This is an optimization exercise on Yosys and OpenROAD, whose aim is small area, a short achievable clock period and few clock cycles per item, not a production implementation.
RTL that was checked went through simulation tests only; none was proved equivalent to the original.
For runs 1 to 3, only the layout was checked, not whether the RTL still works.
No activity file was given, so power comes from the tool's default toggle rates.

$ cat config.mk
export PLATFORM = sky130hd
export DESIGN_NAME = vpu_sp_top
export DESIGN_NICKNAME = vpu_sp_top
export VERILOG_FILES = /design/flow/design.v
export SDC_FILE = /design/flow/constraint.sdc
export NUM_CORES = 4
export LEC_CHECK = 0
export ABC_AREA = 1
export CAP_MARGIN = 20
export CORE_MARGIN = 2
export CORE_UTILIZATION = 40
export CTS_BUF_LIST = sky130_fd_sc_hd__clkbuf_8
export CTS_CLUSTER_DIAMETER = 80
export CTS_CLUSTER_SIZE = 16
export SLEW_MARGIN = 60
$ cat constraint.sdc
create_clock -name core_clock -period 11.0 [get_ports {clk}]
set_input_delay 2.2000 -clock core_clock [delete_from_list [all_inputs] [get_ports {clk}]]
set_output_delay 2.2000 -clock core_clock [all_outputs]
set_load 0.01 [all_outputs]
$ cat design.v
package vpu_sp_pkg;
  typedef logic [6:0] sp_size_t;
  typedef struct packed {
    logic                    enable;
    logic [1:0]              tilesize;
    logic [8:0]              x;
    logic [7:0]              y;
    logic [2-1:0] tile_bank;
    logic [8-1:0]  tile_idx;
    logic                    pal_mode;
    logic [1:0]              pal_bank;
    logic [3:0]              pal_no;
  } sp_attr_t;
  typedef struct packed {
    logic       valid;
    logic       last;
    logic [8:0] x;
    logic       pal_mode;
    logic [1:0] pal_bank;
    logic [3:0] pal_no;
    logic [7:0] idx;
  } sp_pix_t;
  typedef struct packed {
    logic [7:0] a;
    logic [7:0] r;
    logic [7:0] g;
    logic [7:0] b;
  } sp_argb_t;
  function automatic sp_size_t sp_size(input logic [1:0] tilesize);
    sp_size = 8 << tilesize;
  endfunction
endpackage
package vpu_mem_pkg;
  typedef struct packed {
    logic                     en;
    logic [4-1:0] addr;
  } param_req_t;
  typedef struct packed {
    logic                    en;
    logic [16-1:0] addr;
  } tile_req_t;
  typedef struct packed {
    logic                   en;
    logic [10-1:0] addr;
  } pal_req_t;
  typedef struct packed {
    logic                  rd_en;
    logic [8-1:0] rd_addr;
    logic                  wr_en;
    logic [8-1:0] wr_addr;
    logic [31:0]           wdata;
  } lb_req_t;
endpackage
`timescale 1ns/100ps
module vpu_sp_mix (
  input  logic [7:0] x0,
  input  logic [7:0] x1,
  input  logic [7:0] sel,
  input  logic       keep,
  output logic [9:0] hi_a,
  output logic [9:0] hi_b,
  output logic       c6
);
  logic [7:0] m [8];
  logic       inc;
  logic [15:0] ra;
  logic [15:0] rb;
  logic [7:0]  lo;
  always_comb begin
    for (int i = 0; i < 8; i++) m[i] = sel[i] ? x1 : x0;
    inc = keep && (m[0] != 8'd0);
  end
  logic w1, w2, w3, w4, w5, w6, w7, w8, w9, w10, w11, w12, w13, w14, w15, w16, w17, w18, w19, w20, w21, w22, w23, w24, w25, w26, w27, w28, w29, w30, w31, w32, w33, w34, w35, w36, w37, w38, w39, w40, w41, w42, w43, w44, w45, w46, w47, w48, w49, w50, w51, w52, w53, w54, w55, w56, w57, w58, w59, w60, w61, w62, w63, w64, w65, w66, w67, w68, w69, w70, w71, w72, w73, w74, w75, w76, w77, w78, w79, w80, w81, w82, w83, w84;
  assign w1 = m[0][6] ^ m[1][5];
  assign w2 = m[0][6] & m[1][5];
  assign w3 = (m[0][7] ^ m[1][6]) ^ m[2][5];
  assign w4 = (m[0][7] & m[2][5]) | (m[1][6] & (m[0][7] | m[2][5]));
  assign w5 = m[3][4] ^ m[4][3];
  assign w6 = m[3][4] & m[4][3];
  assign w7 = (m[1][7] ^ m[2][6]) ^ m[3][5];
  assign w8 = (m[1][7] & m[3][5]) | (m[2][6] & (m[1][7] | m[3][5]));
  assign w9 = (m[4][4] ^ m[5][3]) ^ m[6][2];
  assign w10 = (m[4][4] & m[6][2]) | (m[5][3] & (m[4][4] | m[6][2]));
  assign w11 = (m[2][7] ^ m[3][6]) ^ m[4][5];
  assign w12 = (m[2][7] & m[4][5]) | (m[3][6] & (m[2][7] | m[4][5]));
  assign w13 = m[0][4] ^ m[1][3];
  assign w14 = m[0][4] & m[1][3];
  assign w15 = (m[0][5] ^ m[1][4]) ^ m[2][3];
  assign w16 = (m[0][5] & m[2][3]) | (m[1][4] & (m[0][5] | m[2][3]));
  assign w17 = m[3][2] ^ m[4][1];
  assign w18 = m[3][2] & m[4][1];
  assign w19 = (w1 ^ m[2][4]) ^ m[3][3];
  assign w20 = (w1 & m[3][3]) | (m[2][4] & (w1 | m[3][3]));
  assign w21 = (m[4][2] ^ m[5][1]) ^ m[6][0];
  assign w22 = (m[4][2] & m[6][0]) | (m[5][1] & (m[4][2] | m[6][0]));
  assign w23 = (w2 ^ w3) ^ w5;
  assign w24 = (w2 & w5) | (w3 & (w2 | w5));
  assign w25 = (m[5][2] ^ m[6][1]) ^ m[7][0];
  assign w26 = (m[5][2] & m[7][0]) | (m[6][1] & (m[5][2] | m[7][0]));
  assign w27 = (w4 ^ w6) ^ w7;
  assign w28 = (w4 & w7) | (w6 & (w4 | w7));
  assign w29 = (w9 ^ m[7][1]) ^ inc;
  assign w30 = (w9 & inc) | (m[7][1] & (w9 | inc));
  assign w31 = (w8 ^ w10) ^ w11;
  assign w32 = (w8 & w11) | (w10 & (w8 | w11));
  assign w33 = (m[5][4] ^ m[6][3]) ^ m[7][2];
  assign w34 = (m[5][4] & m[7][2]) | (m[6][3] & (m[5][4] | m[7][2]));
  assign w35 = (w12 ^ m[3][7]) ^ m[4][6];
  assign w36 = (w12 & m[4][6]) | (m[3][7] & (w12 | m[4][6]));
  assign w37 = (m[5][5] ^ m[6][4]) ^ m[7][3];
  assign w38 = (m[5][5] & m[7][3]) | (m[6][4] & (m[5][5] | m[7][3]));
  assign w39 = (m[4][7] ^ m[5][6]) ^ m[6][5];
  assign w40 = (m[4][7] & m[6][5]) | (m[5][6] & (m[4][7] | m[6][5]));
  assign w41 = m[0][3] ^ m[1][2];
  assign w42 = m[0][3] & m[1][2];
  assign w43 = (w13 ^ m[2][2]) ^ m[3][1];
  assign w44 = (w13 & m[3][1]) | (m[2][2] & (w13 | m[3][1]));
  assign w45 = (w14 ^ w15) ^ w17;
  assign w46 = (w14 & w17) | (w15 & (w14 | w17));
  assign w47 = (w16 ^ w18) ^ w19;
  assign w48 = (w16 & w19) | (w18 & (w16 | w19));
  assign w49 = (w20 ^ w22) ^ w23;
  assign w50 = (w20 & w23) | (w22 & (w20 | w23));
  assign w51 = (w24 ^ w26) ^ w27;
  assign w52 = (w24 & w27) | (w26 & (w24 | w27));
  assign w53 = (w28 ^ w30) ^ w31;
  assign w54 = (w28 & w31) | (w30 & (w28 | w31));
  assign w55 = (w32 ^ w34) ^ w35;
  assign w56 = (w32 & w35) | (w34 & (w32 | w35));
  assign w57 = (w36 ^ w38) ^ w39;
  assign w58 = (w36 & w39) | (w38 & (w36 | w39));
  assign w59 = (w40 ^ m[5][7]) ^ m[6][6];
  assign w60 = (w40 & m[6][6]) | (m[5][7] & (w40 | m[6][6]));
  assign w61 = m[0][2] ^ m[1][1];
  assign w62 = m[0][2] & m[1][1];
  assign w63 = (w41 ^ m[2][1]) ^ m[3][0];
  assign w64 = (w41 & m[3][0]) | (m[2][1] & (w41 | m[3][0]));
  assign w65 = (w42 ^ w43) ^ m[4][0];
  assign w66 = (w42 & m[4][0]) | (w43 & (w42 | m[4][0]));
  assign w67 = (w44 ^ w45) ^ m[5][0];
  assign w68 = (w44 & m[5][0]) | (w45 & (w44 | m[5][0]));
  assign w69 = (w46 ^ w47) ^ w21;
  assign w70 = (w46 & w21) | (w47 & (w46 | w21));
  assign w71 = (w48 ^ w49) ^ w25;
  assign w72 = (w48 & w25) | (w49 & (w48 | w25));
  assign w73 = (w50 ^ w51) ^ w29;
  assign w74 = (w50 & w29) | (w51 & (w50 | w29));
  assign w75 = (w52 ^ w53) ^ w33;
  assign w76 = (w52 & w33) | (w53 & (w52 | w33));
  assign w77 = (w54 ^ w55) ^ w37;
  assign w78 = (w54 & w37) | (w55 & (w54 | w37));
  assign w79 = (w56 ^ w57) ^ m[7][4];
  assign w80 = (w56 & m[7][4]) | (w57 & (w56 | m[7][4]));
  assign w81 = (w58 ^ w59) ^ m[7][5];
  assign w82 = (w58 & m[7][5]) | (w59 & (w58 | m[7][5]));
  assign w83 = (w60 ^ m[6][7]) ^ m[7][6];
  assign w84 = (w60 & m[7][6]) | (m[6][7] & (w60 | m[7][6]));
  assign ra = {1'b0, w84, w82, w80, w78, w76, w74, w72, w70, w68, w66, w64, w62, w61, m[0][1], m[0][0]};
  assign rb = {1'b0, m[7][7], w83, w81, w79, w77, w75, w73, w71, w69, w67, w65, w63, m[2][0], m[1][0], 1'b0};
  assign lo   = {2'b0, ra[5:0]} + {2'b0, rb[5:0]};
  assign c6   = lo[6];
  assign hi_a = ra[15:6];
  assign hi_b = rb[15:6];
endmodule
module vpu_sp_color_merge (
  input  logic [31:0] src,
  input  logic [31:0] dst,
  input  logic        a_zero,
  input  logic        a_full,
  output logic [7:0]  res_a,
  output logic [59:0] hi,
  output logic [2:0]  c6
);
  logic [8:0] a_sum;
  assign a_sum      = {1'b0, dst[31:24]} + {1'b0, src[31:24]};
  assign res_a = a_zero ? dst[31:24] : a_full ? 8'd255 : a_sum[8:1];
  vpu_sp_mix u_r (.x0(dst[23:16]), .x1(src[23:16]), .sel(src[31:24]), .keep(a_zero | a_full), .hi_a(hi[59:50]), .hi_b(hi[49:40]), .c6(c6[2]));
  vpu_sp_mix u_g (.x0(dst[15:8]),   .x1(src[15:8]),  .sel(src[31:24]),        .keep(a_zero | a_full), .hi_a(hi[39:30]), .hi_b(hi[29:20]), .c6(c6[1]));
  vpu_sp_mix u_b (.x0(dst[7:0]),    .x1(src[7:0]),   .sel(src[31:24]), .keep(a_zero | a_full), .hi_a(hi[19:10]), .hi_b(hi[9:0]), .c6(c6[0]));
endmodule
`timescale 1ns/100ps
module vpu_sp (
  input  logic                   clk,
  input  logic                   rst_n,
  input  logic                   line_start,
  input  logic [7:0]             line_y,
  output logic                   busy,
  output logic                   line_done,
  output vpu_mem_pkg::param_req_t param_req,
  input  logic [31:0]            param_rdata,
  output vpu_mem_pkg::tile_req_t tile_req,
  input  logic [7:0]             tile_rdata,
  output vpu_mem_pkg::pal_req_t  pal_req,
  input  logic [31:0]            pal_rdata,
  output vpu_mem_pkg::lb_req_t   lb_req,
  input  vpu_sp_pkg::sp_argb_t   lb_rdata
);
  logic       accept;
  logic [7:0] cur_y;
  logic [2:0] f_idx;       
  logic       f_word;      
  logic       f_req;       
  logic       f_on;        
  logic       f_done;      
  logic       w0_arr;      
  logic       w1_arr;      
  logic [1:0] w_s;
  logic [7:0] w_x;
  logic [5:0] w_oy;        
  logic       w_oyb;       
  logic [1:0] w_yh;        
  logic       k_act;
  logic [1:0] k_bank;
  logic [7:0] k_t;
  logic [2:0] k_oyr;
  logic [2:0] k_oxr;
  logic [2:0] k_oxh;
  logic [1:0] k_s;
  logic [7:0] k_x;
  logic       k_took;      
  logic       p1_v;
  logic       p1_f;        
  logic       p2_f;
  logic [7:0] p1_x;
  logic [6:0] p1_pal;
  logic       p2_v;
  logic [9:0] p2_pal_addr;
  logic [7:0] p2_x;
  logic       p3_v;
  logic [7:0] p3_x;
  logic       p4_v;
  logic [7:0] p4_x;
  logic [31:0] p4_src;
  logic [31:0] p4_dst;
  logic       p4_az;
  logic       p4_af;
  logic       p5_v;
  logic [7:0] p5_x;
  logic [7:0] p5_a;
  logic [59:0] p5_hi;
  logic [2:0] p5_c6;
  logic       p6_v;
  logic [7:0] p6_x;
  logic [31:0] p6_res;
  assign accept = !busy && line_start;
  assign f_on   = busy && !f_done;
  logic [8:0] oy9;
  logic       vis_y;
  logic [2:0] oy_hi_mask;
  always_comb begin
    oy9 = {{1'b0, cur_y[7:6]} - {1'b0, w_yh} - {2'd0, w_oyb}, w_oy};
    case (w_s)
      2'd0: oy_hi_mask = 3'b111;
      2'd1: oy_hi_mask = 3'b110;
      2'd2: oy_hi_mask = 3'b100;
      default: oy_hi_mask = 3'b000;
    endcase
    vis_y = !oy9[8] && (oy9[7:6] == 2'b00) && ((oy9[5:3] & oy_hi_mask) == 3'b000);
  end
  logic       k_last;
  logic       k_free;
  logic       hazard;
  logic       take;
  logic       skip;        
  logic       next_sp;     
  logic [8:0] k_dx;
  always_comb begin
    logic [2:0] oxh_mask;
    case (k_s)
      2'd0: oxh_mask = 3'b000;
      2'd1: oxh_mask = 3'b001;
      2'd2: oxh_mask = 3'b011;
      default: oxh_mask = 3'b111;
    endcase
    k_last  = (k_x == 8'd255) || ((k_oxr == 3'd7) && ((k_oxh & oxh_mask) == oxh_mask));
    k_free  = !k_act || k_last;
    k_dx    = {1'b0, k_x} - {1'b0, w_x};
    hazard  = (k_act || p1_v || p2_v || p3_v)
           && (k_took || p1_f || p2_f || (!k_dx[8] && k_dx[7:3] == 5'd0 && k_dx[2:0] != 3'd7));
    take    = w1_arr && vis_y && k_free && !hazard;
    skip    = (w0_arr && (!param_rdata[31] || param_rdata[16])) || (w1_arr && !vis_y);
    next_sp = take || skip;
  end
  always_ff @(posedge clk) begin
    if (!rst_n) begin
      busy      <= 1'b0;
      line_done <= 1'b0;
      f_req     <= 1'b0;
      f_done    <= 1'b0;
      w0_arr    <= 1'b0;
      w1_arr    <= 1'b0;
      k_act     <= 1'b0;
      k_took    <= 1'b0;
      p1_v      <= 1'b0;
      p1_f      <= 1'b0;
      p2_f      <= 1'b0;
      p2_v      <= 1'b0;
      p3_v      <= 1'b0;
      p4_v      <= 1'b0;
      p5_v      <= 1'b0;
      p6_v      <= 1'b0;
    end else begin
      line_done <= 1'b0;
      w0_arr    <= f_on && !f_word;
      w1_arr    <= f_on && f_word && !next_sp;
      if (accept) begin
        busy   <= 1'b1;
        f_req  <= 1'b1;
        f_done <= 1'b0;
      end else if (busy && f_done && !k_act && !p1_v && !p2_v && !p3_v && !p4_v && !p5_v) begin
        busy      <= 1'b0;
        line_done <= 1'b1;
      end
      if (next_sp && f_idx == 3'd7) begin
        f_req  <= 1'b0;
        f_done <= 1'b1;
      end
      if (take)                 k_act <= 1'b1;
      else if (k_act && k_last) k_act <= 1'b0;
      k_took <= take;
      p1_v <= k_act;
      p1_f <= k_took;
      p2_f <= p1_f;
      p2_v <= p1_v;
      p3_v <= p2_v;
      p4_v <= p3_v;
      p5_v <= p4_v;
      p6_v <= p5_v;
    end
  end
  always_ff @(posedge clk) begin
    if (accept) begin
      cur_y  <= line_y;
      f_idx  <= 3'd0;
      f_word <= 1'b0;
    end else if (f_on) begin
      if (next_sp) begin
        f_idx  <= f_idx + 3'd1;
        f_word <= 1'b0;
      end else begin
        f_word <= 1'b1;
      end
    end
    if (w0_arr) begin
      w_s <= param_rdata[25:24];
      w_x <= param_rdata[15:8];
      {w_oyb, w_oy} <= {1'b0, cur_y[5:0]} - {1'b0, param_rdata[5:0]};
      w_yh <= param_rdata[7:6];
    end
    if (k_free) begin
      k_bank <= param_rdata[29:28];
      k_t    <= param_rdata[23:16] + ({5'd0, oy9[5:3]} << w_s);
      k_oyr  <= oy9[2:0];
      k_oxr  <= 3'd0;
      k_oxh  <= 3'd0;
      k_s    <= w_s;
    end else begin
      k_oxr <= k_oxr + 3'd1;
      if (k_oxr == 3'd7) begin
        k_t   <= k_t + 8'd1;
        k_oxh <= k_oxh + 3'd1;
      end
    end
    if (take)        k_x <= w_x;
    else if (!k_free) k_x <= k_x + 8'd1;
    p1_x   <= k_x;
    if (k_took) p1_pal <= {param_rdata[6], param_rdata[5:4], param_rdata[3:0]};
    p2_x        <= p1_x;
    p2_pal_addr <= p1_pal[6] ? {p1_pal[5:4], p1_pal[3:0], tile_rdata[3:0]}
                             : {p1_pal[5:4], tile_rdata};
    p3_x   <= p2_x;
    p4_x   <= p3_x;
    p4_src <= pal_rdata;
    p4_dst <= lb_rdata;
    p4_az  <= (pal_rdata[31:24] == 8'd0);
    p4_af  <= (pal_rdata[31:24] == 8'd255);
    p5_x   <= p4_x;
    p5_a   <= blend_a;
    p5_hi  <= blend_hi;
    p5_c6  <= blend_c6;
    p6_x   <= p5_x;
    p6_res <= {p5_a, blend_r[9:2], blend_g[9:2], blend_b[9:2]};
  end
  logic [7:0]  blend_a;
  logic [59:0] blend_hi;
  logic [2:0]  blend_c6;
  logic [9:0]  blend_r;
  logic [9:0]  blend_g;
  logic [9:0]  blend_b;
  assign blend_r = p5_hi[59:50] + p5_hi[49:40] + {9'd0, p5_c6[2]};
  assign blend_g = p5_hi[39:30] + p5_hi[29:20] + {9'd0, p5_c6[1]};
  assign blend_b = p5_hi[19:10] + p5_hi[9:0]   + {9'd0, p5_c6[0]};
  vpu_sp_color_merge u_color_merge (
    .src (p4_src),
    .dst (p4_dst),
    .a_zero (p4_az),
    .a_full (p4_af),
    .res_a  (blend_a),
    .hi     (blend_hi),
    .c6     (blend_c6)
  );
  assign param_req.en   = f_req;
  assign param_req.addr = {f_idx, f_word};
  assign tile_req.en    = k_act;
  assign tile_req.addr  = {k_bank, k_t, k_oyr, k_oxr};
  assign pal_req.en     = p2_v;
  assign pal_req.addr   = p2_pal_addr;
  assign lb_req.rd_en   = p2_v;
  assign lb_req.rd_addr = p2_x;
  assign lb_req.wr_en   = p6_v;
  assign lb_req.wr_addr = p6_x;
  assign lb_req.wdata   = p6_res;
endmodule
`timescale 1ns/100ps
module vpu_sp_top (
  input  logic        clk,
  input  logic        rst_n,
  input  logic        line_start,
  input  logic [7:0]  line_y,
  output logic        busy,
  output logic        line_done,
  output logic        param_req_en,
  output logic [3:0]  param_req_addr,
  input  logic [31:0] param_rdata,
  output logic        tile_req_en,
  output logic [15:0] tile_req_addr,
  input  logic [7:0]  tile_rdata,
  output logic        pal_req_en,
  output logic [9:0]  pal_req_addr,
  input  logic [31:0] pal_rdata,
  output logic        lb_rd_en,
  output logic [7:0]  lb_rd_addr,
  output logic        lb_wr_en,
  output logic [7:0]  lb_wr_addr,
  output logic [31:0] lb_wdata,
  input  logic [31:0] lb_rdata
);
  vpu_mem_pkg::param_req_t param_req;
  vpu_mem_pkg::tile_req_t  tile_req;
  vpu_mem_pkg::pal_req_t   pal_req;
  vpu_mem_pkg::lb_req_t    lb_req;
  vpu_sp u_sp (
    .clk         (clk),
    .rst_n       (rst_n),
    .line_start  (line_start),
    .line_y      (line_y),
    .busy        (busy),
    .line_done   (line_done),
    .param_req   (param_req),
    .param_rdata (param_rdata),
    .tile_req    (tile_req),
    .tile_rdata  (tile_rdata),
    .pal_req     (pal_req),
    .pal_rdata   (pal_rdata),
    .lb_req      (lb_req),
    .lb_rdata    (lb_rdata)
  );
  assign param_req_en   = param_req.en;
  assign param_req_addr = param_req.addr;
  assign tile_req_en    = tile_req.en;
  assign tile_req_addr  = tile_req.addr;
  assign pal_req_en     = pal_req.en;
  assign pal_req_addr   = pal_req.addr;
  assign lb_rd_en       = lb_req.rd_en;
  assign lb_rd_addr     = lb_req.rd_addr;
  assign lb_wr_en       = lb_req.wr_en;
  assign lb_wr_addr     = lb_req.wr_addr;
  assign lb_wdata       = lb_req.wdata;
endmodule
$ cat flow/run.sh
#!/bin/bash
# The standard layout, except that each port gets the smallest buffer
# (buf_1) instead of the one buffer_ports picks by default.
set -euo pipefail
export BUFFER_PORTS_ARGS="-buffer_cell sky130_fd_sc_hd__buf_1"
bash standard.sh finish > standard_flow.log 2>&1
$ cat standard.sh
#!/bin/bash
# synth_recipe.tcl (not shown) runs the flow's synth.tcl, then flattens the netlist and writes it again
# the make line also repeats each setting of config.mk as NAME=value (left out here)
make -C /OpenROAD-flow-scripts/flow DESIGN_CONFIG=/design/flow/config.mk WORK_HOME=/design/flow/orfs CLKGATE_MAP_FILE= SYNTH_SCRIPT=/design/flow/synth_recipe.tcl "${@:-finish}"
==> flow_summary.yaml, run 1 <==
status:
  status: "no timing/DRC/antenna violations"
power:
  switchingPower_uw: 1037
  power_frac_comb_pct: 32.5
  p_leak_uw: 0.007688
  clock_power_share_pct: 21.4
  vdd_drop_max_uv: 107.1
  p_per_area_mw_per_mm2: 181.6
  pwr-share-seq_pct: 46.1
  p_int_uw: 1999
  swShare_pct: 34.15
clock_network:
  htreeDepth: 1
  cts_setup_buffers: 0
  cts_resized: 0
  cts_tree: "yes"
  clk_pin_slew_ns: 0.09
  insertion_delay_ns: 0.63
  clock-sinks: 304
  cts_buffers: 26
  clock-root-buffer: "clkbuf_8"
  clock_path_buffers: 3
  hold_buffers: 0
route:
  drc: 0
  via_count: 10597
  firstDrtPassIters: 7
  wl_microns: 30930
  vias_per_cell: 4.683
  ant_nets: 0
  drtIter0Drc: 493
  wl_per_cell_microns: 13.67
critical_path:
  crit_type: "reg2reg"
  cp.arrival_ns: 3.92
  endpoint_kind: "flop"
  r2r_slack_ns: 7.54
  r2r_end: "u_sp.p5_c6[2]$_DFF_P_"
  worstPathMaxFanout: 49
  r2r-start: "u_sp.p4_src[24]$_DFF_P_"
  worst-endpoint-required_ns: 11.46
  reg2regPathDepth: 9
  start_kind: "flop"
die:
  core-area_sq_mm: 0.03679
  die_h_microns: 197.8
  dieWidth_microns: 197.8
  initial_core_util_pct: 40.82
  num_rows: 70
  io_pins: 200
  die_area_sq_mm: 0.03911
cells_and_area:
  fin_cells: 2263
  drive_gt1_share_pct: 3.398
  antennaDiodeCount: 0
  nFillCells: 3537
  syn2layout_area_growth_pct: 11.32
  layout.nets: 2102
place:
  dp_hpwl_microns: 23160
  dpl.cell_count: 2222
  globalplace.congestion: 0.8384
  portBuffers: 196
yosys:
  ys_ff_latch: 304
  synth_edf_count: 57
  seq_area_frac_synth_pct: 44.33
  syn-num-nets: 1916
  synth_top_cell_by_area: "dfxtp_1"
  synth_area_leaders: "dfxtp_1, fa_1, edfxtp_1"
  synth_top_flop_cell: "dfxtp_1"
  yosys_warnings: 3
  synthDominantCellAreaShare_pct: 32.93
  syn_inst: 1596
  netlist_top_cells_count: "nand2_1, inv_1, dfxtp_1, o21ai_0, fa_1"
  synth_cell_type_count: 38
  yosysMostFrequentCell: "nand2_1"
  synthArstFlopShare_pct: 0
  synth_area_sq_mm: 0.01502
  avgSynthCellArea_sq_um: 9.408
timing:
  fmaxAchievable_mhz: 289.1
  final.period_utilization_pct: 31.45
  slew_violations: 0
  setup_tns_ns: 0
  setup_viol: 0
  hold_viol_final: 0
  skew_ns: 0.02454
  finalCriticalPeriod_ns: 3.460
  slew_headroom_pct: 65.96
  worst_slew_pin_slew_ns: 0.5105
  rsz0062_at_grt: "no"
global_routing:
  grt_pass1_wl_microns: 50470
  antenna_found_initial: 1
  grt_pass1_vias: 10553
  grt_overflow: 0
  grtUsageTotal_pct: 16.08
  grt_max_degree: 51
job:
  maxCapViolCount: 0
min_path:
  holdCritStartpoint: "u_sp.p5_x[4]$_DFF_P_"
  hold_class: "reg2reg"
  hold_depth: 0
  worst_hold_path.endpoint: "u_sp.p6_x[4]$_DFF_P_"
[state kept, by name, summed over array words and instances (netlist names), 10 cells and up]
name,flops
u_sp.p5_hi,54
u_sp.p6_res,32
u_sp.p2_pal_addr,10
u_sp.p4_src,32
u_sp.p4_dst,32
[cells in the final DEF, fill, tap and decap left out, drive strengths merged, types with 2 or more instances in the layout]
cell type	n
a41oi	2
nor4	6
o211ai	5
nand3	21
fa	114
xnor2	14
nor2	49
nand3b	2
o221ai	3
a21o	6
inv	290
a21oi	50
clkbuf	26
ha	91
nor3	6
mux2	4
nand4	13
buf	205
nor3b	2
o22ai	5
o21ai	224
xor2	32
edfxtp	57
o21bai	4
nand2	308
clkinv	3
dfxtp	247
[critical path, stage by stage (launching register included)]
cell,delay (ns)
dfxtp_1,0.32
buf_4,0.39
o21ai_0,0.31
fa_1,0.59
inv_1,0.06
fa_1,0.53
fa_1,0.45
ha_1,0.34
a21oi_1,0.15
o221ai_1,0.16
[logic make-up after synthesis]
kind of cell               after synthesis  synth area share (%)
muxes                                    4                0.3000
DFF                                    304                 44.33
buffers and inverters                  326                 8.266
AOI/OAI and AO/OA                      302                 10.52
adders and majority gates              205                 22.78
and+or+nand+nor                        409                 11.12
xor gates and xnor gates                46                 2.683
[stage by stage]
step	util (%)	total power [uW]	setup slack [ns]	hold slack, ns	instance area (sq um)
detailed placement	44.08	2420	6.998	0.3121	16210
CTS	45.43	3090	7.489	0.3345	16710
global route	45.44	3313	7.346	0.3372	16710
floorplan	-	2150	7.349	0.3096	15020
global placement	44.07	2400	7.032	0.3102	16210
finish	45.44	3036	7.540	0.3310	16710
[routing by layer]
layer  GRT usage (%)  vias to the layer above  wire [microns]
met5               0                        -              11
met2           27.87                      236           14690
met3           3.986                       44            1901
li1                -                     5418               -
met1           20.01                     4897           13600
met4           4.149                        2             721
[power groups by stage]
stage / Combinational (uW) / Clock (uW) / Sequential (uW)
5_1_grt: 1170 / 721 / 1420
3_3_place_gp: 977 / 0 / 1420
6_report: 987 / 649 / 1400
3_5_place_dp: 995 / 0 / 1420
4_1_cts: 1010 / 681 / 1400
2_1_floorplan: 707 / 0 / 1440
[final cells by class]
type / count / area [sq um] / share of cell area, %
flip-flops and latches: 304 / 6658 / 39.83
clock inverters: 15 / 140.1 / 0.8384
clock buffers: 26 / 357.8 / 2.141
repair buffers: 205 / 803.3 / 4.806
inverters: 279 / 1047 / 6.265
multi-input cells: 966 / 7123 / 42.62
well taps: 468 / 585.6 / 3.503
[worst max-delay path by stage]
stage | start | to | slack, ns | cells after the start
finish | u_sp.p4_src[24]$_DFF_P_ | u_sp.p5_c6[2]$_DFF_P_ | 7.54 | 9
global route | u_sp.p4_src[24]$_DFF_P_ | u_sp.p5_c6[0]$_DFF_P_ | 7.35 | 9
CTS | u_sp.k_t[0]$_DFFE_PP_ | tile_req_addr[6] | 7.49 | 1
detailed placement | param_rdata[16] | u_sp.k_t[6]$_DFFE_PP_ | 7.00 | 12
global placement | param_rdata[16] | u_sp.k_t[6]$_DFFE_PP_ | 7.03 | 12
floorplan | param_rdata[16] | u_sp.k_t[6]$_DFFE_PP_ | 7.35 | 11
==> run 2: changes to the inputs <==
==> flow/run.sh (replaced) <==
#!/bin/bash
# The standard layout, except that each port gets a plain buf_2 buffer
# instead of the one buffer_ports picks by default.
set -euo pipefail
export BUFFER_PORTS_ARGS="-buffer_cell sky130_fd_sc_hd__buf_2"
bash standard.sh finish > standard_flow.log 2>&1
--- a/config.mk
+++ b/config.mk
@@ -12,4 +12,4 @@
 export CTS_BUF_LIST = sky130_fd_sc_hd__clkbuf_8
 export CTS_CLUSTER_DIAMETER = 80
 export CTS_CLUSTER_SIZE = 16
-export SLEW_MARGIN = 60
+export SLEW_MARGIN = 75
==> run 2 against run 1 <==
Still clean on timing, DRC and antenna. Clock power hardly changed. Sequential share of layout area is 0.80 points lower. Critical path depth is 8 lower. Synthesized cell count stayed put.
==> flow_summary.yaml, run 2 <==
status:
  status: "no timing/DRC/antenna violations"
cells_and_area:
  largest_register: "u_sp.p5_hi"
  syn2layout_area_growth_pct: 13.65
  seqCellArea_sq_mm: 0.006661
  largest_reg_flops: 54
  fin_cells: 2263
  multi_input_area_sq_mm: 0.007173
  layout.cells.most_common: "nand2_1"
  drive_gt1_share_pct: 14.88
  layout.nets: 2102
  nFillCells: 3513
  final_cell_mix: "nand2_1, inv_1, dfxtp_1, buf_2, o21ai_0"
clock_network:
  clock-root-buffer: "clkbuf_8"
  clock_path_buffers: 3
  cts_tree: "yes"
  cts_resized: 0
  insertion_delay_ns: 0.62
  clk_pin_slew_ns: 0.10
  cts_setup_buffers: 0
  clock-sinks: 304
  cts_buffers: 25
  htreeDepth: 1
  hold_buffers: 0
yosys:
  synth_edf_count: 57
  synth_top_flop_cell: "dfxtp_1"
  synthDominantCellAreaShare_pct: 32.93
  synth_area_leaders: "dfxtp_1, fa_1, edfxtp_1"
  synthArstFlopShare_pct: 0
  yosysMostFrequentCell: "nand2_1"
  yosys_warnings: 3
  synth_cell_type_count: 38
  ys_ff_latch: 304
  netlist_top_cells_count: "nand2_1, inv_1, dfxtp_1, o21ai_0, fa_1"
  syn-num-nets: 1916
  synth_top_cell_by_area: "dfxtp_1"
  avgSynthCellArea_sq_um: 9.408
  syn_inst: 1596
  seq_area_frac_synth_pct: 44.33
  synth_area_sq_mm: 0.01502
global_routing:
  grt_pass1_vias: 10680
  antenna_found_initial: 2
  grtUsageTotal_pct: 16.33
  grt_pass1_wl_microns: 51350
  grt_overflow: 0
  grt_max_degree: 51
timing:
  setup_viol: 0
  worst_slew_pin_slew_ns: 0.3319
  slew_violations: 0
  hold_viol_final: 0
  rsz0062_at_grt: "no"
  slew_headroom_pct: 77.64
  skew_ns: 0.03428
  fmaxAchievable_mhz: 290.9
  setup_tns_ns: 0
  final.period_utilization_pct: 31.25
  finalCriticalPeriod_ns: 3.438
  setup_ws_ns: 7.562
route:
  firstDrtPassIters: 5
  wl_met1_microns: 13460
  wl_microns: 31270
  ant_nets: 0
  top_layer: "met5"
  drtIter0Drc: 503
  wl_met2_microns: 14980
  vias_per_cell: 4.722
  wl_per_cell_microns: 13.82
  met3WireLength_microns: 2114
  via_count: 10687
  drc: 0
critical_path:
  endpoint_kind: "primary output"
  critPathTopFamily: "flip-flops"
  crit_type: "reg2out"
  cp.arrival_ns: 1.24
  r2r_slack_ns: 7.72
  worst-endpoint-required_ns: 8.80
  cp.buffers_inverters: 1
  crit_chain: "buf_2"
  reg2regPathDepth: 9
  start_kind: "flop"
  r2r-start: "u_sp.p4_src[24]$_DFF_P_"
  slowest_stage: "edfxtp_1"
  max_stage_delay_ns: 0.46
  worstPathMaxFanout: 4
  r2r_end: "u_sp.p5_c6[2]$_DFF_P_"
place:
  dpl.cell_count: 2223
  globalplace.congestion: 0.8366
  post-place-ws_ns: 7.067
  portBuffers: 196
  dp_hpwl_microns: 23600
power:
  vdd_drop_max_uv: 124.2
  p_per_area_mw_per_mm2: 179.3
  total_power_uw: 3060
  p_leak_uw: 0.008276
die:
  core-area_sq_mm: 0.03679
  die_h_microns: 197.8
  io_pins: 200
  die_area_sq_mm: 0.03911
  dieWidth_microns: 197.8
  num_rows: 70
  initial_core_util_pct: 40.82
min_path:
  hold_depth: 0
  holdCritStartpoint: "u_sp.p5_a[5]$_DFF_P_"
  hold_class: "reg2reg"
  worst_hold_path.endpoint: "u_sp.p6_res[29]$_DFF_P_"
job:
  maxCapViolCount: 0
[run 2: how the worst max path moves through the flow]
stage               cells after the start                    end  slack, ns                   from
floorplan                              11  u_sp.k_t[6]$_DFFE_PP_       7.35        param_rdata[16]
global placement                       12  u_sp.k_t[6]$_DFFE_PP_       7.10        param_rdata[16]
detailed placement                     11  u_sp.k_t[7]$_DFFE_PP_       7.07        param_rdata[17]
CTS                                     1      tile_req_addr[10]       7.49  u_sp.k_t[4]$_DFFE_PP_
global route                            1       tile_req_addr[6]       7.47  u_sp.k_t[0]$_DFFE_PP_
finish                                  1      tile_req_addr[10]       7.56  u_sp.k_t[4]$_DFFE_PP_
[run 2: cells by family after synthesis]
family | count (synthesis) | synth area share [%]
and+or+nand+nor | 409 | 11.12
buffers and inverters | 326 | 8.266
DFF | 304 | 44.33
AOI/OAI and AO/OA | 302 | 10.52
adders and majority gates | 205 | 22.78
xor gates and xnor gates | 46 | 2.683
muxes | 4 | 0.3000
[run 2: final cells by class]
class,count,share of cell area [%]
tap,468,3.431
clock inverter,13,0.7919
multi-input combinational,966,42.03
antenna,1,0.01466
timing repair buffer,206,6.459
inverter,279,6.137
clock buffer,26,2.097
sequential,304,39.04
[run 2: stage by stage]
stage	utilization [%]	cell area, sq um	hold WS (ns)
after floorplan	-	15020	0.3096
after global placement	44.73	16460	0.3102
after detailed placement	44.92	16520	0.3121
after CTS	46.26	17020	0.3252
after global routing	46.38	17060	0.3386
final	46.39	17070	0.3121
[run 2: per-layer routing]
metal / up-vias / track usage [%]
met5: - / 0
met4: 2 / 3.982
met3: 47 / 4.360
met2: 246 / 28.57
met1: 4973 / 20.02
li1: 5419 / -
[run 2: power by group]
| group | internal (uW) | switching [uW] |
|---|---|---|
| logic | 435 | 577 |
| registers | 1330 | 65.8 |
| clock network | 273 | 377 |
| total | 2040 | 1020 |
==> run 3: changes to the inputs <==
--- a/design.v
+++ b/design.v
@@ -171,9 +171,16 @@
   output logic [59:0] hi,
   output logic [2:0]  c6
 );
-  logic [8:0] a_sum;
-  assign a_sum      = {1'b0, dst[31:24]} + {1'b0, src[31:24]};
-  assign res_a = a_zero ? dst[31:24] : a_full ? 8'd255 : a_sum[8:1];
+  logic [8:0] a_c;
+  logic [7:0] a_sum;
+  always_comb begin
+    a_c[0] = 1'b0;
+    for (int i = 0; i < 8; i++) begin
+      a_sum[i]  = (dst[24 + i] ^ src[24 + i]) ^ a_c[i];
+      a_c[i + 1] = (dst[24 + i] & a_c[i]) | (src[24 + i] & (dst[24 + i] | a_c[i]));
+    end
+  end
+  assign res_a = a_zero ? dst[31:24] : a_full ? 8'd255 : {a_c[8], a_sum[7:1]};
   vpu_sp_mix u_r (.x0(dst[23:16]), .x1(src[23:16]), .sel(src[31:24]), .keep(a_zero | a_full), .hi_a(hi[59:50]), .hi_b(hi[49:40]), .c6(c6[2]));
   vpu_sp_mix u_g (.x0(dst[15:8]),   .x1(src[15:8]),  .sel(src[31:24]),        .keep(a_zero | a_full), .hi_a(hi[39:30]), .hi_b(hi[29:20]), .c6(c6[1]));
   vpu_sp_mix u_b (.x0(dst[7:0]),    .x1(src[7:0]),   .sel(src[31:24]), .keep(a_zero | a_full), .hi_a(hi[19:10]), .hi_b(hi[9:0]), .c6(c6[0]));
@@ -379,17 +386,45 @@
     p5_hi  <= blend_hi;
     p5_c6  <= blend_c6;
     p6_x   <= p5_x;
-    p6_res <= {p5_a, blend_r[9:2], blend_g[9:2], blend_b[9:2]};
+    p6_res <= {p5_a, blend_r, blend_g, blend_b};
   end
   logic [7:0]  blend_a;
   logic [59:0] blend_hi;
   logic [2:0]  blend_c6;
-  logic [9:0]  blend_r;
-  logic [9:0]  blend_g;
-  logic [9:0]  blend_b;
-  assign blend_r = p5_hi[59:50] + p5_hi[49:40] + {9'd0, p5_c6[2]};
-  assign blend_g = p5_hi[39:30] + p5_hi[29:20] + {9'd0, p5_c6[1]};
-  assign blend_b = p5_hi[19:10] + p5_hi[9:0]   + {9'd0, p5_c6[0]};
+  logic [7:0]  blend_r;
+  logic [7:0]  blend_g;
+  logic [7:0]  blend_b;
+  function automatic logic [7:0] add_hi(input logic [9:0] a, input logic [9:0] b,
+                                        input logic c);
+    logic       c1;
+    logic       c2;
+    logic [7:0] g0;
+    logic [7:0] p0;
+    logic [7:0] g;
+    logic [7:0] p;
+    c1 = (a[0] & c)  | (b[0] & (a[0] | c));
+    c2 = (a[1] & c1) | (b[1] & (a[1] | c1));
+    g0 = a[9:2] & b[9:2];
+    p0 = a[9:2] ^ b[9:2];
+    g  = g0;
+    p  = p0;
+    g[0] = g0[0] | (p0[0] & c2);
+    g[1] = g[1] | (p[1] & g[0]);  p[1] = p[1] & p[0];
+    g[3] = g[3] | (p[3] & g[2]);  p[3] = p[3] & p[2];
+    g[5] = g[5] | (p[5] & g[4]);  p[5] = p[5] & p[4];
+    g[7] = g[7] | (p[7] & g[6]);  p[7] = p[7] & p[6];
+    g[3] = g[3] | (p[3] & g[1]);  p[3] = p[3] & p[1];
+    g[7] = g[7] | (p[7] & g[5]);  p[7] = p[7] & p[5];
+    g[7] = g[7] | (p[7] & g[3]);  p[7] = p[7] & p[3];
+    g[5] = g[5] | (p[5] & g[3]);  p[5] = p[5] & p[3];
+    g[2] = g[2] | (p[2] & g[1]);  p[2] = p[2] & p[1];
+    g[4] = g[4] | (p[4] & g[3]);  p[4] = p[4] & p[3];
+    g[6] = g[6] | (p[6] & g[5]);  p[6] = p[6] & p[5];
+    add_hi = p0 ^ {g[6:0], c2};
+  endfunction
+  assign blend_r = add_hi(p5_hi[59:50], p5_hi[49:40], p5_c6[2]);
+  assign blend_g = add_hi(p5_hi[39:30], p5_hi[29:20], p5_c6[1]);
+  assign blend_b = add_hi(p5_hi[19:10], p5_hi[9:0],   p5_c6[0]);
   vpu_sp_color_merge u_color_merge (
     .src (p4_src),
     .dst (p4_dst),
==> flow/run.sh (replaced) <==
#!/bin/bash
# The standard layout, except that each port gets the smallest buffer
# (buf_1) instead of the one buffer_ports picks by default.
set -euo pipefail
export BUFFER_PORTS_ARGS="-buffer_cell sky130_fd_sc_hd__buf_1"
bash standard.sh finish > standard_flow.log 2>&1
==> run 3 against run 2 <==
Still clean. Cell count is 3.4% lower. Hold slack better by 0.011 ns. Via count is 4.6% lower. Sequential power hardly changed. Sequential share of layout area is 1.4 points higher. Fmax is 16% lower. Non-clock buffer count is 1 higher. Sequential cell count stayed put. Synthesized area is 1.8% lower. Utilization is 1.1 points lower. Critical path type is now reg2reg. Largest cell class unchanged. Largest power group unchanged. Highest routed layer unchanged.
==> flow_summary.yaml, run 3 <==
place:
  dp_hpwl_microns: 22850
  portBuffers: 196
  post-place-ws_ns: 6.852
  globalplace.congestion: 0.8162
status:
  status: "no timing/DRC/antenna violations"
yosys:
  netlist_top_cells_count: "nand2_1, inv_1, dfxtp_1, o21ai_0, fa_1"
  synthDominantCellAreaShare_pct: 33.54
  synth_mux_area_share_pct: 0.3055
  avgSynthCellArea_sq_um: 9.699
  synth_edf_count: 57
  synth_top_cell_by_area: "dfxtp_1"
  synth_area_leaders: "dfxtp_1, fa_1, edfxtp_1"
  synth_cell_type_count: 38
  yosysMostFrequentCell: "nand2_1"
  syn-num-nets: 1839
  synth_compound_area_share_pct: 9.938
  synthArstFlopShare_pct: 0
  synthSimpleGateAreaFrac_pct: 10.91
  yosys_warnings: 4
  synth_top_flop_cell: "dfxtp_1"
  synth_adder_area_share_pct: 24.19
  synth_xor_area_share_pct: 1.545
  ys_ff_latch: 304
  synth_area_sq_mm: 0.01474
  seq_area_frac_synth_pct: 45.15
  syn_inst: 1520
  synth_top_family_by_area: "adder cells"
timing:
  slew_headroom_pct: 76.27
  setup_ws_ns: 6.892
  rsz0062_at_grt: "no"
  hold_ws_ns: 0.3234
  setup_tns_ns: 0
  worst_slew_pin_slew_ns: 0.3522
  fmaxAchievable_mhz: 243.4
  finalCriticalPeriod_ns: 4.108
  skew_ns: 0.02388
  hold_viol_final: 0
  slew_violations: 0
  setup_viol: 0
  final.period_utilization_pct: 37.34
clock_network:
  clock-root-buffer: "clkbuf_8"
  htreeDepth: 1
  cts_tree: "yes"
  insertion_delay_ns: 0.61
  clk_pin_slew_ns: 0.10
  clock-sinks: 304
  cts_resized: 0
  cts_setup_buffers: 0
  clock_path_buffers: 3
  cts_buffers: 24
  hold_buffers: 0
critical_path:
  start_kind: "flop"
  crit_chain: "buf_6 > nand2_1 > inv_1 > fa_1 > fa_1 > fa_1 > fa_1 > fa_1 > fa_1 > inv_1 > fa_1 > a22oi_1"
  endpoint_kind: "flop"
  worst-endpoint-required_ns: 11.52
  worstPathMaxFanout: 45
  max_stage_delay_ns: 0.46
  slowest_stage: "fa_1"
  cp.arrival_ns: 4.62
  crit_type: "reg2reg"
  critPathMostFrequentCell: "fa_1"
cells_and_area:
  drive_gt1_share_pct: 3.900
  antennaDiodeCount: 0
  multi_input_area_sq_mm: 0.006943
  final_util_pct: 45.25
  largest_register: "u_sp.p5_hi"
  syn2layout_area_growth_pct: 11.82
  largest_reg_flops: 54
  layout.cells.most_common: "nand2_1"
  layout.nets: 2024
  nFillCells: 3528
  final_cell_mix: "nand2_1, inv_1, dfxtp_1, o21ai_0, buf_1"
  seqCellArea_sq_mm: 0.006663
power:
  total_power_uw: 2896
  p_per_area_mw_per_mm2: 175.7
  p_leak_uw: 0.007448
  vdd_drop_max_uv: 107.1
route:
  via_count: 10197
  drc: 0
  wl_met2_microns: 14660
  met3WireLength_microns: 1883
  vias_per_cell: 4.665
  wl_per_cell_microns: 13.75
  wl_microns: 30060
  firstDrtPassIters: 5
  drtIter0Drc: 418
  ant_nets: 0
  wl_met1_microns: 12770
  top_layer: "met5"
die:
  die_area_sq_mm: 0.03841
  io_pins: 200
  num_rows: 70
  core-area_sq_mm: 0.03643
  die_h_microns: 196.0
  initial_core_util_pct: 40.46
  dieWidth_microns: 196.0
global_routing:
  grt_overflow: 0
  grtUsageTotal_pct: 16.34
  antenna_found_initial: 1
  grt_pass1_vias: 10451
  grt_max_degree: 49
  grt_pass1_wl_microns: 50690
min_path:
  hold_class: "reg2reg"
job:
  maxCapViolCount: 0
[run 3: cell count changes in the layout (fill, tap and decap cells not counted), moves of 8 or more]
cell,change
fa_1,+21
nor2_1,-12
ha_1,-22
buf_1,+195
buf_2,-195
inv_1,-17
xor2_1,-14
a21oi_1,-8
nand2_1,-10
[run 3: metal layers]
| layer | global-route usage, % | up-vias |
|---|---|---|
| met2 | 29.29 | 213 |
| met4 | 4.517 | 2 |
| li1 | - | 5153 |
| met3 | 3.971 | 48 |
| met5 | 0 | - |
| met1 | 19.52 | 4781 |
[run 3: path summary, 6_finish.rpt]
| check | startpoint | to | slack (ns) | cells after the start |
|---|---|---|---|---|
| worst min-delay path | u_sp.p1_x[4]$_DFF_P_ | u_sp.p2_x[4]$_DFF_P_ | 0.32 | 0 |
| worst max-delay path | u_sp.p4_src[24]$_DFF_P_ | u_sp.p5_a[6]$_DFF_P_ | 6.89 | 12 |
| worst min register to register | u_sp.p1_x[4]$_DFF_P_ | u_sp.p2_x[4]$_DFF_P_ | 0.32 | 0 |
| worst max register to register | u_sp.p4_src[24]$_DFF_P_ | u_sp.p5_a[6]$_DFF_P_ | 6.89 | 12 |
[run 3: area by class of cell]
type,instances,area share [%]
Sequential cell,304,40.41
Inverter,260,5.920
Tap cell,468,3.552
Timing Repair Buffer,207,5.260
Clock inverter,14,0.6527
Multi-Input combinational cell,908,42.11
Clock buffer,25,2.087
[run 3: kinds of logic after synthesis]
logic type,Yosys count
adders and majority gates,204
AOI/OAI and AO/OA,284
xor gates and xnor gates,26
muxes,4
and+or+nand+nor,390
DFF,304
buffers and inverters,308
[run 3: through the flow]
step	cell area, sq um	instances
6_report	16490	2186
5_1_grt	16490	2186
4_1_cts	16460	2185
3_5_place_dp	16010	2146
3_3_place_gp	15930	2144
2_1_floorplan	14740	1520
[run 3: power breakdown]
| group | switching, uW | internal (uW) | total [uW] |
|---|---|---|---|
| Sequential | 87.6 | 1330 | 1420 |
| Combinational | 498 | 369 | 867 |
| Clock | 369 | 240 | 608 |
[run 3: worst max-delay path, delay by kind of cell, from the launching register on]
kind	cells	cell delay, ns
AOI/OAI and AO/OA	1	0.19
DFF	1	0.32
adders and majority gates	7	3.10
and+or+nand+nor	1	0.10
buffers and inverters	3	0.33
==> run 4: changes to the inputs <==
--- a/design.v
+++ b/design.v
@@ -171,16 +171,9 @@
   output logic [59:0] hi,
   output logic [2:0]  c6
 );
-  logic [8:0] a_c;
-  logic [7:0] a_sum;
-  always_comb begin
-    a_c[0] = 1'b0;
-    for (int i = 0; i < 8; i++) begin
-      a_sum[i]  = (dst[24 + i] ^ src[24 + i]) ^ a_c[i];
-      a_c[i + 1] = (dst[24 + i] & a_c[i]) | (src[24 + i] & (dst[24 + i] | a_c[i]));
-    end
-  end
-  assign res_a = a_zero ? dst[31:24] : a_full ? 8'd255 : {a_c[8], a_sum[7:1]};
+  logic [8:0] a_sum;
+  assign a_sum      = {1'b0, dst[31:24]} + {1'b0, src[31:24]};
+  assign res_a = a_zero ? dst[31:24] : a_full ? 8'd255 : a_sum[8:1];
   vpu_sp_mix u_r (.x0(dst[23:16]), .x1(src[23:16]), .sel(src[31:24]), .keep(a_zero | a_full), .hi_a(hi[59:50]), .hi_b(hi[49:40]), .c6(c6[2]));
   vpu_sp_mix u_g (.x0(dst[15:8]),   .x1(src[15:8]),  .sel(src[31:24]),        .keep(a_zero | a_full), .hi_a(hi[39:30]), .hi_b(hi[29:20]), .c6(c6[1]));
   vpu_sp_mix u_b (.x0(dst[7:0]),    .x1(src[7:0]),   .sel(src[31:24]), .keep(a_zero | a_full), .hi_a(hi[19:10]), .hi_b(hi[9:0]), .c6(c6[0]));
==> run 4 against run 3 <==
Still clean on timing, DRC and antenna. Cell area rose by 0.77%. Global-route usage barely moved. Utilization rose by 0.13 points. Critical path depth fell by 11. Cell count rose by 2.1%. Sequential share of layout area fell by 0.33 points. Sequential power barely moved. Via count rose by 2.7%. Critical path type is now reg2out.
==> flow_summary.yaml, run 4 <==
yosys:
  synth_top_cell_by_area: "dfxtp_1"
  synth_area_sq_mm: 0.01490
  avgSynthCellArea_sq_um: 9.498
  synth_top_flop_cell: "dfxtp_1"
  yosys_warnings: 3
  syn_inst: 1569
  synth_area_leaders: "dfxtp_1, fa_1, edfxtp_1"
  syn-num-nets: 1889
  synthDominantCellAreaShare_pct: 33.18
  seq_area_frac_synth_pct: 44.67
  yosysMostFrequentCell: "nand2_1"
  ys_ff_latch: 304
  synth_edf_count: 57
  netlist_top_cells_count: "nand2_1, inv_1, dfxtp_1, o21ai_0, fa_1"
  synthArstFlopShare_pct: 0
  synth_cell_type_count: 35
route:
  drtIter0Drc: 559
  wl_microns: 30710
  wl_per_cell_microns: 13.77
  vias_per_cell: 4.693
  firstDrtPassIters: 5
  drc: 0
  via_count: 10471
  ant_nets: 0
critical_path:
  cp.arrival_ns: 1.26
  critPathTopFamily: "flip-flops"
  start_kind: "flop"
  worst-endpoint-required_ns: 8.80
  crit_type: "reg2out"
  endpoint_kind: "primary output"
  cp.buffers_inverters: 1
  worstPathMaxFanout: 4
  crit_chain: "buf_1"
  slowest_stage: "edfxtp_1"
  max_stage_delay_ns: 0.48
die:
  dieWidth_microns: 197.0
  num_rows: 70
  core-area_sq_mm: 0.03661
  initial_core_util_pct: 40.70
  die_h_microns: 197.0
  die_area_sq_mm: 0.03881
  io_pins: 200
place:
  dp_hpwl_microns: 23580
  place_area_sq_mm: 0.01619
  globalplace.congestion: 0.8166
  portBuffers: 196
global_routing:
  grt_max_degree: 51
  grt_pass1_wl_microns: 51250
  grt_pass1_vias: 10692
  antenna_found_initial: 2
  grt_overflow: 0
  grtUsageTotal_pct: 16.34
timing:
  slew_headroom_pct: 76.17
  finalCriticalPeriod_ns: 3.458
  final.period_utilization_pct: 31.44
  skew_ns: 0.03501
  fmaxAchievable_mhz: 289.2
  worst_slew_pin_slew_ns: 0.3537
  rsz0062_at_grt: "no"
  slew_violations: 0
  setup_viol: 0
  hold_viol_final: 0
  setup_tns_ns: 0
job:
  maxCapViolCount: 0
clock_network:
  insertion_delay_ns: 0.61
  clock_path_buffers: 3
  cts_tree: "yes"
  htreeDepth: 1
  cts_buffers: 23
  clock-root-buffer: "clkbuf_8"
  cts_setup_buffers: 0
  clock-sinks: 304
  hold_buffers: 0
  clk_pin_slew_ns: 0.11
  cts_resized: 0
min_path:
  hold_class: "reg2reg"
cells_and_area:
  largest_register: "u_sp.p5_hi"
  fin_area_sq_mm: 0.01661
  syn2layout_area_growth_pct: 11.49
  largest_reg_flops: 54
  drive_gt1_share_pct: 3.916
  layout.nets: 2073
  final_cell_mix: "nand2_1, inv_1, dfxtp_1, buf_1, o21ai_0"
  layout.cells.most_common: "nand2_1"
  nFillCells: 3579
status:
  status: "no timing/DRC/antenna violations"
power:
  vdd_drop_max_uv: 102.3
  p_per_area_mw_per_mm2: 170.5
  p_leak_uw: 0.007587
## run 4: changes by cell type after synthesis, sizes merged, moves of 2 or more
cell | previous run | this run
ha | 69 | 76
a21oi | 42 | 51
a22oi | 3 | 1
inv | 259 | 279
nand3b | 3 | 1
fa | 135 | 129
o22ai | 4 | 9
nor4 | 6 | 8
nand3 | 27 | 31
nand2 | 296 | 307
nor3b | 3 | 1
nor2 | 36 | 41
## run 4: report_power, final
part / internal [uW] / total (uW) / leakage, uW / switching, uW
Clock: 197 / 552 / 0.000217 / 355
Sequential: 1330 / 1420 / 0.00262 / 83.6
Combinational: 369 / 865 / 0.00475 / 496
Total: 1900 / 2830 / 0.00759 / 934
## run 4: through the flow
stage	setup slack [ns]	cells	utilization, %	power, uW	hold slack, ns
finish	7.542	2231	45.38	2833	0.3196
global route	7.450	2230	45.37	3105	0.3262
CTS	7.467	2229	45.24	2903	0.3210
detailed placement	6.913	2195	44.21	2333	0.3121
global placement	6.890	2195	43.97	2300	0.3098
floorplan	7.285	1569	-	2065	0.3096
## run 4: cells by family after synthesis
| family | share of synthesized area (%) |
|---|---|
| fa+ha+maj | 23.71 |
| xor+xnor | 1.469 |
| flops | 44.67 |
| compound gates | 10.24 |
| mux | 0.3022 |
| simple gates | 11.28 |
| buf+inv | 8.329 |
## run 4: layout make-up
| cell class | count | area [sq um] | share of cell area (%) |
|---|---|---|---|
| Antenna cell | 1 | 2.502 | 0.01506 |
| Tap cell | 468 | 585.6 | 3.525 |
| Timing Repair Buffer | 206 | 855.8 | 5.151 |
| Inverter | 279 | 1047 | 6.304 |
| Multi-Input combinational cell | 939 | 7088 | 42.66 |
| Clock inverter | 11 | 58.81 | 0.3540 |
| Clock buffer | 23 | 316.6 | 1.905 |
| Sequential cell | 304 | 6659 | 40.08 |
## run 4: worst paths after layout
kind	slack [ns]	cells after the start	from	endpoint
worst max-delay path	7.54	1	u_sp.k_t[5]$_DFFE_PP_	tile_req_addr[11]
worst min-delay path	0.32	0	u_sp.p1_x[3]$_DFF_P_	u_sp.p2_x[3]$_DFF_P_
worst max register to register	7.60	10	u_sp.p4_src[27]$_DFF_P_	u_sp.p5_hi[23]$_DFF_P_
worst min register to register	0.32	0	u_sp.p1_x[3]$_DFF_P_	u_sp.p2_x[3]$_DFF_P_
## run 4: metal layers
metal | vias up | GRT usage (%) | routed length, microns
met1 | 4869 | 20.21 | 13220
met4 | 2 | 4.623 | 732
met5 | - | 0 | 13
li1 | 5304 | - | -
met2 | 247 | 27.88 | 14340
met3 | 49 | 4.678 | 2406
Testbench counts of run 4, summed over its fixed seeds: cycles 50,398, lines 512.
==> run 5: changes to the inputs <==
==> flow/run.sh (replaced) <==
#!/bin/bash
# The standard layout, except that
#  - each port gets the smallest buffer (buf_1) instead of the one
#    buffer_ports picks by default;
#  - Yosys's synth runs without its internal abc pass (-noabc), so that the
#    adder trees written in the RTL reach extract_fa as written; the final
#    ABC mapping of the flow is unchanged.
set -euo pipefail
export BUFFER_PORTS_ARGS="-buffer_cell sky130_fd_sc_hd__buf_1"
export SYNTH_ARGS="-noabc"
bash standard.sh finish > standard_flow.log 2>&1
==> run 5 against run 4 <==
Die area shrank 2.0%. Still clean. Highest routed layer unchanged. Fmax shrank 0.25%. Register-to-register slack is essentially flat. Critical endpoint is now tile_req_addr[9]. Routed wire length grew 0.64%. Cell area shrank 2.6%. Setup slack lost 0.0088 ns. Sequential power is essentially flat. Critical path depth is the same.
==> flow_summary.yaml, run 5 <==
yosys:
  synth_cell_type_count: 43
  yosysMostFrequentCell: "nand2_1"
  synth_top_cell_by_area: "dfxtp_1"
  netlist_top_cells_count: "nand2_1, dfxtp_1, o21ai_0, fa_1, inv_1"
  syn_inst: 1443
  synthArstFlopShare_pct: 0
  seq_area_frac_synth_pct: 45.60
  ys_ff_latch: 304
  synth_edf_count: 57
  synth_area_sq_mm: 0.01460
  synth_area_leaders: "dfxtp_1, fa_1, edfxtp_1"
  synth_top_flop_cell: "dfxtp_1"
  avgSynthCellArea_sq_um: 10.12
  synthDominantCellAreaShare_pct: 33.87
  syn-num-nets: 1775
  yosys_warnings: 3
cells_and_area:
  layout.cells.most_common: "nand2_1"
  largest_register: "u_sp.p5_hi"
  largest_reg_flops: 54
  layout.nets: 1933
  drive_gt1_share_pct: 5.022
  seqCellArea_sq_mm: 0.006681
  final_cell_mix: "nand2_1, dfxtp_1, o21ai_0, buf_1, fa_1"
  fin_area_sq_mm: 0.01618
  multi_input_area_sq_mm: 0.007257
  nFillCells: 3432
  syn2layout_area_growth_pct: 10.86
  final_util_pct: 45.28
die:
  die_h_microns: 195.0
  die_area_sq_mm: 0.03804
  core-area_sq_mm: 0.03574
  initial_core_util_pct: 40.84
  io_pins: 200
  dieWidth_microns: 195.0
  num_rows: 69
place:
  post-place-ws_ns: 7.110
  globalplace.congestion: 0.8331
  place_area_sq_mm: 0.01572
  portBuffers: 196
  dp_hpwl_microns: 22960
critical_path:
  crit_chain: "buf_1"
  worst-endpoint-required_ns: 8.80
  cp.buffers_inverters: 1
  endpoint_kind: "primary output"
  critPathTopFamily: "flip-flops"
  max_stage_delay_ns: 0.48
  slowest_stage: "edfxtp_1"
  cp.arrival_ns: 1.27
  worstPathMaxFanout: 4
  start_kind: "flop"
  crit_type: "reg2out"
timing:
  skew_ns: 0.03165
  worst_slew_pin_slew_ns: 0.3620
  rsz0062_at_grt: "no"
  final.period_utilization_pct: 31.52
  hold_viol_final: 0
  setup_ws_ns: 7.533
  slew_violations: 0
  slew_headroom_pct: 75.61
  setup_tns_ns: 0
  finalCriticalPeriod_ns: 3.467
  fmaxAchievable_mhz: 288.4
  setup_viol: 0
power:
  total_power_uw: 2807
  p_per_area_mw_per_mm2: 173.5
  p_leak_uw: 0.006909
  vdd_drop_max_uv: 85.91
route:
  wl_per_cell_microns: 14.88
  vias_per_cell: 4.842
  firstDrtPassIters: 5
  via_count: 10057
  wl_microns: 30910
  drtIter0Drc: 506
  drc: 0
  ant_nets: 0
clock_network:
  clock-sinks: 304
  hold_buffers: 0
  cts_tree: "yes"
  cts_setup_buffers: 0
  clock_path_buffers: 3
  htreeDepth: 1
  cts_buffers: 24
  clk_pin_slew_ns: 0.11
  cts_resized: 0
  insertion_delay_ns: 0.62
  clock-root-buffer: "clkbuf_8"
job:
  maxCapViolCount: 0
global_routing:
  grt_pass1_vias: 10214
  antenna_found_initial: 9
  grt_overflow: 0
  grtUsageTotal_pct: 16.59
  grt_max_degree: 51
  grt_pass1_wl_microns: 50920
status:
  status: "no timing/DRC/antenna violations"
min_path:
  hold_class: "reg2reg"
-- run 5: changes by cell type after synthesis, moves of 7 or more --
cell      before  now
ha_1          76   88
clkbuf_2       0   14
inv_1        277  106
clkbuf_1      42   50
a21oi_1       51   40
nor2_1        41   48
-- run 5: path summary, 6_finish.rpt --
path / from / end / slack, ns / cells past startpoint
max: u_sp.k_t[3]$_DFFE_PP_ / tile_req_addr[9] / 7.53 / 1
min: u_sp.p5_a[5]$_DFF_P_ / u_sp.p6_res[29]$_DFF_P_ / 0.33 / 0
max reg2reg: u_sp.p4_src[26]$_DFF_P_ / u_sp.p5_c6[0]$_DFF_P_ / 7.61 / 8
min reg2reg: u_sp.p5_a[5]$_DFF_P_ / u_sp.p6_res[29]$_DFF_P_ / 0.33 / 0
-- run 5: kinds of logic (layout without fill, tap and decap cells) --
logic type,Yosys count,count (layout),synth area share [%]
AOI/OAI and AO/OA,286,286,10.34
xor gates and xnor gates,30,30,1.800
adders and majority gates,217,217,25.23
buffers and inverters,180,350,4.971
DFF,304,304,45.60
muxes,4,4,0.3085
other,0,3,0
and+or+nand+nor,422,422,11.75
-- run 5: cell type report --
class / instances / share of cell area, %
clock inverters: 12 / 0.4794
multi-input cells: 959 / 44.84
inverters: 108 / 2.536
clock buffers: 26 / 2.211
well taps: 461 / 3.564
diodes: 3 / 0.04639
flip-flops and latches: 304 / 41.29
repair buffers: 204 / 5.033
-- run 5: per-layer routing --
layer | up-vias | track usage, % | part of all wire [%]
met4 | 12 | 4.015 | 2.2
met1 | 4722 | 20.28 | 43
met3 | 53 | 5.130 | 7.2
li1 | 5035 | - | -
met5 | - | 0 | 0.24
met2 | 235 | 28.62 | 47
-- run 5: stage by stage --
stage	cells	hold slack (ns)
floorplan	1443	0.3096
global placement	2036	0.3104
detailed placement	2036	0.3121
CTS	2074	0.3328
global route	2075	0.3383
finish	2077	0.3319
-- run 5: power breakdown --
part	switching, uW	leakage [uW]	total, uW	internal [uW]
Sequential	92.1	0.00262	1420	1330
Clock	373	0.000250	596	224
Combinational	442	0.00404	789	348
Total	906	0.00691	2810	1900
==> run 6: changes to the inputs <==
--- a/design.v
+++ b/design.v
@@ -214,8 +214,7 @@
   logic [7:0] k_t;
   logic [2:0] k_oyr;
   logic [2:0] k_oxr;
-  logic [2:0] k_oxh;
-  logic [1:0] k_s;
+  logic [2:0] k_rem;       
   logic [7:0] k_x;
   logic       k_took;      
   logic       p1_v;
@@ -265,14 +264,7 @@
   logic       next_sp;     
   logic [8:0] k_dx;
   always_comb begin
-    logic [2:0] oxh_mask;
-    case (k_s)
-      2'd0: oxh_mask = 3'b000;
-      2'd1: oxh_mask = 3'b001;
-      2'd2: oxh_mask = 3'b011;
-      default: oxh_mask = 3'b111;
-    endcase
-    k_last  = (k_x == 8'd255) || ((k_oxr == 3'd7) && ((k_oxh & oxh_mask) == oxh_mask));
+    k_last  = (k_x == 8'd255) || ((k_oxr == 3'd7) && (k_rem == 3'd0));
     k_free  = !k_act || k_last;
     k_dx    = {1'b0, k_x} - {1'b0, w_x};
     hazard  = (k_act || p1_v || p2_v || p3_v)
@@ -352,13 +344,17 @@
       k_t    <= param_rdata[23:16] + ({5'd0, oy9[5:3]} << w_s);
       k_oyr  <= oy9[2:0];
       k_oxr  <= 3'd0;
-      k_oxh  <= 3'd0;
-      k_s    <= w_s;
+      case (w_s)
+        2'd0: k_rem <= 3'd0;
+        2'd1: k_rem <= 3'd1;
+        2'd2: k_rem <= 3'd3;
+        default: k_rem <= 3'd7;
+      endcase
     end else begin
       k_oxr <= k_oxr + 3'd1;
       if (k_oxr == 3'd7) begin
         k_t   <= k_t + 8'd1;
-        k_oxh <= k_oxh + 3'd1;
+        k_rem <= k_rem - 3'd1;
       end
     end
     if (take)        k_x <= w_x;
--- a/config.mk
+++ b/config.mk
@@ -8,7 +8,7 @@
 export ABC_AREA = 1
 export CAP_MARGIN = 20
 export CORE_MARGIN = 2
-export CORE_UTILIZATION = 40
+export CORE_UTILIZATION = 50
 export CTS_BUF_LIST = sky130_fd_sc_hd__clkbuf_8
 export CTS_CLUSTER_DIAMETER = 80
 export CTS_CLUSTER_SIZE = 16
==> run 6 against run 5 <==
Still clean on timing, DRC and antenna. Sequential power about the same. Utilization rose by 10 points. Global-route usage increased by 3.6 points. Cell area fell by 1.5%. Sequential share of layout area up 0.37 points. Fmax decreased by 0.47%. Sequential cell count shrank 2. Clock power decreased by 12%. Synthesized cell count decreased by 0.42%. Hold slack worse by 0.0067 ns. Power fell by 2.7%.
==> flow_summary.yaml, run 6 <==
die:
  core-area_sq_mm: 0.02863
  die_area_sq_mm: 0.03043
  io_pins: 200
  num_rows: 62
  initial_core_util_pct: 50.75
status:
  status: "no timing/DRC/antenna violations"
critical_path:
  path_depth: 1
  r2r_slack_ns: 7.59
  endpoint_kind: "primary output"
  setup.worst_path.start: "u_sp.k_act$_SDFFE_PN0P_"
  critPathTopFamily: "flip-flops"
  cp.arrival_ns: 1.28
  reg2regPathDepth: 9
  worst-endpoint-required_ns: 8.80
  crit_chain: "buf_1"
  r2r-start: "u_sp.p4_src[24]$_DFF_P_"
  max_stage_delay_ns: 0.49
  cp.buffers_inverters: 1
  r2r_end: "u_sp.p5_c6[0]$_DFF_P_"
global_routing:
  grtUsageTotal_pct: 20.16
  grt_overflow: 0
  grt_pass1_wl_microns: 49860
clock_network:
  clock_path_buffers: 3
  cts_buffers: 22
  clock-root-buffer: "clkbuf_8"
  hold_buffers: 0
  clk_pin_slew_ns: 0.11
  htreeDepth: 1
  cts_setup_buffers: 0
timing:
  rsz0062_at_grt: "no"
  slew_headroom_pct: 75.52
  setup_tns_ns: 0
  hold_viol_final: 0
  worst_slew_pin_slew_ns: 0.3633
  finalCriticalPeriod_ns: 3.483
  setup_viol: 0
  final.period_utilization_pct: 31.67
  slew_violations: 0
  fmaxAchievable_mhz: 287.1
cells_and_area:
  seqCellArea_sq_mm: 0.006641
  drive_gt1_share_pct: 3.915
  syn2layout_area_growth_pct: 9.759
  multi_input_area_sq_mm: 0.007197
yosys:
  synth_top_cell_by_area: "dfxtp_1"
  synth_adder_area_share_pct: 25.19
  synthArstFlopShare_pct: 0
  synth_xor_area_share_pct: 1.688
  syn-num-nets: 1767
  synth_compound_area_share_pct: 10.53
  synth_top_flop_cell: "dfxtp_1"
  yosysMostFrequentCell: "nand2_1"
  seq_area_frac_synth_pct: 45.62
  netlist_top_cells_count: "nand2_1, dfxtp_1, o21ai_0, fa_1, inv_1"
  synth_area_leaders: "dfxtp_1, fa_1, edfxtp_1"
  syn_inst: 1437
  synth_cell_type_count: 42
route:
  wl_microns: 29580
  wl_per_cell_microns: 14.84
  firstDrtPassIters: 5
  drc: 0
  drtIter0Drc: 463
  via_count: 9793
min_path:
  worst_hold_path.endpoint: "u_sp.p6_x[5]$_DFF_P_"
  hold_class: "reg2reg"
  hold_depth: 0
job:
  maxCapViolCount: 0
place:
  globalplace.congestion: 0.8151
  portBuffers: 196
power:
  total_power_uw: 2731
  p_per_area_mw_per_mm2: 171.3
  p_leak_uw: 0.006851
## run 6: cell count changes after synthesis, sizes merged, moves of 2 or more
cell	previous run	this run
nand2	310	305
nand3	33	29
xor2	23	19
a21oi	42	45
dfxtp	247	244
nor3	5	8
buf	8	6
clkbuf	64	66
ha	88	86
inv	108	110
o31ai	1	3
xnor2	7	9
## run 6: power by group
part           internal (uW)  total, uW  switching [uW]
Clock                    186        526             340
Sequential              1320       1410            88.4
Combinational            347        793             445
## run 6: final cells by class
class / instances / area share [%]
timing repair buffer: 211 / 5.399
antenna: 1 / 0.01569
clock buffer: 22 / 1.899
clock inverter: 11 / 0.2904
multi-input combinational: 953 / 45.14
tap: 384 / 3.013
inverter: 110 / 2.590
sequential: 302 / 41.65
## run 6: logic make-up after synthesis
family	Yosys count
and+or+nand+nor	416
DFF	302
AOI/OAI and AO/OA	290
adders and majority gates	215
buffers and inverters	182
xor gates and xnor gates	28
muxes	4
## run 6: worst max path at each step
stage	slack [ns]	endpoint
finish	7.52	tile_req_en
global route	7.39	u_sp.p5_c6[0]$_DFF_P_
floorplan	7.35	u_sp.k_t[7]$_DFFE_PP_
global placement	7.12	u_sp.k_t[7]$_DFFE_PP_
detailed placement	7.11	u_sp.k_t[7]$_DFFE_PP_
CTS	7.44	tile_req_en
## run 6: metrics by stage
step | utilization, % | area, sq um | std cells | hold WS [ns] | setup WS [ns]
floorplan | - | 14530 | 1437 | 0.3096 | 7.352
global placement | 54.10 | 15480 | 1953 | 0.3099 | 7.123
detailed placement | 54.35 | 15560 | 1959 | 0.3121 | 7.106
CTS | 55.57 | 15910 | 1992 | 0.3255 | 7.440
global route | 55.69 | 15940 | 1993 | 0.3265 | 7.386
finish | 55.70 | 15940 | 1994 | 0.3252 | 7.517
## run 6: routing by layer
metal	track usage (%)	wire length [microns]	vias to the layer above	part of all wire, %
met5	0	13	-	0.044
met4	3.641	326	2	1.1
met2	35.70	14450	211	49
li1	-	-	5006	-
met3	5.096	2053	27	6.9
met1	25.13	12740	4547	43
Testbench counts of run 6, summed over its fixed seeds: cycles 50,398, lines 512.

Re-timed with assumed drivers on the ports (clkbuf_16 on the clock, buf_2 on other inputs), run 6 has 7.468 ns of setup slack against 7.517 ns with ideal ports, and 7.141 ns once port delays also move by the mid clock arrival of 0.618 ns.
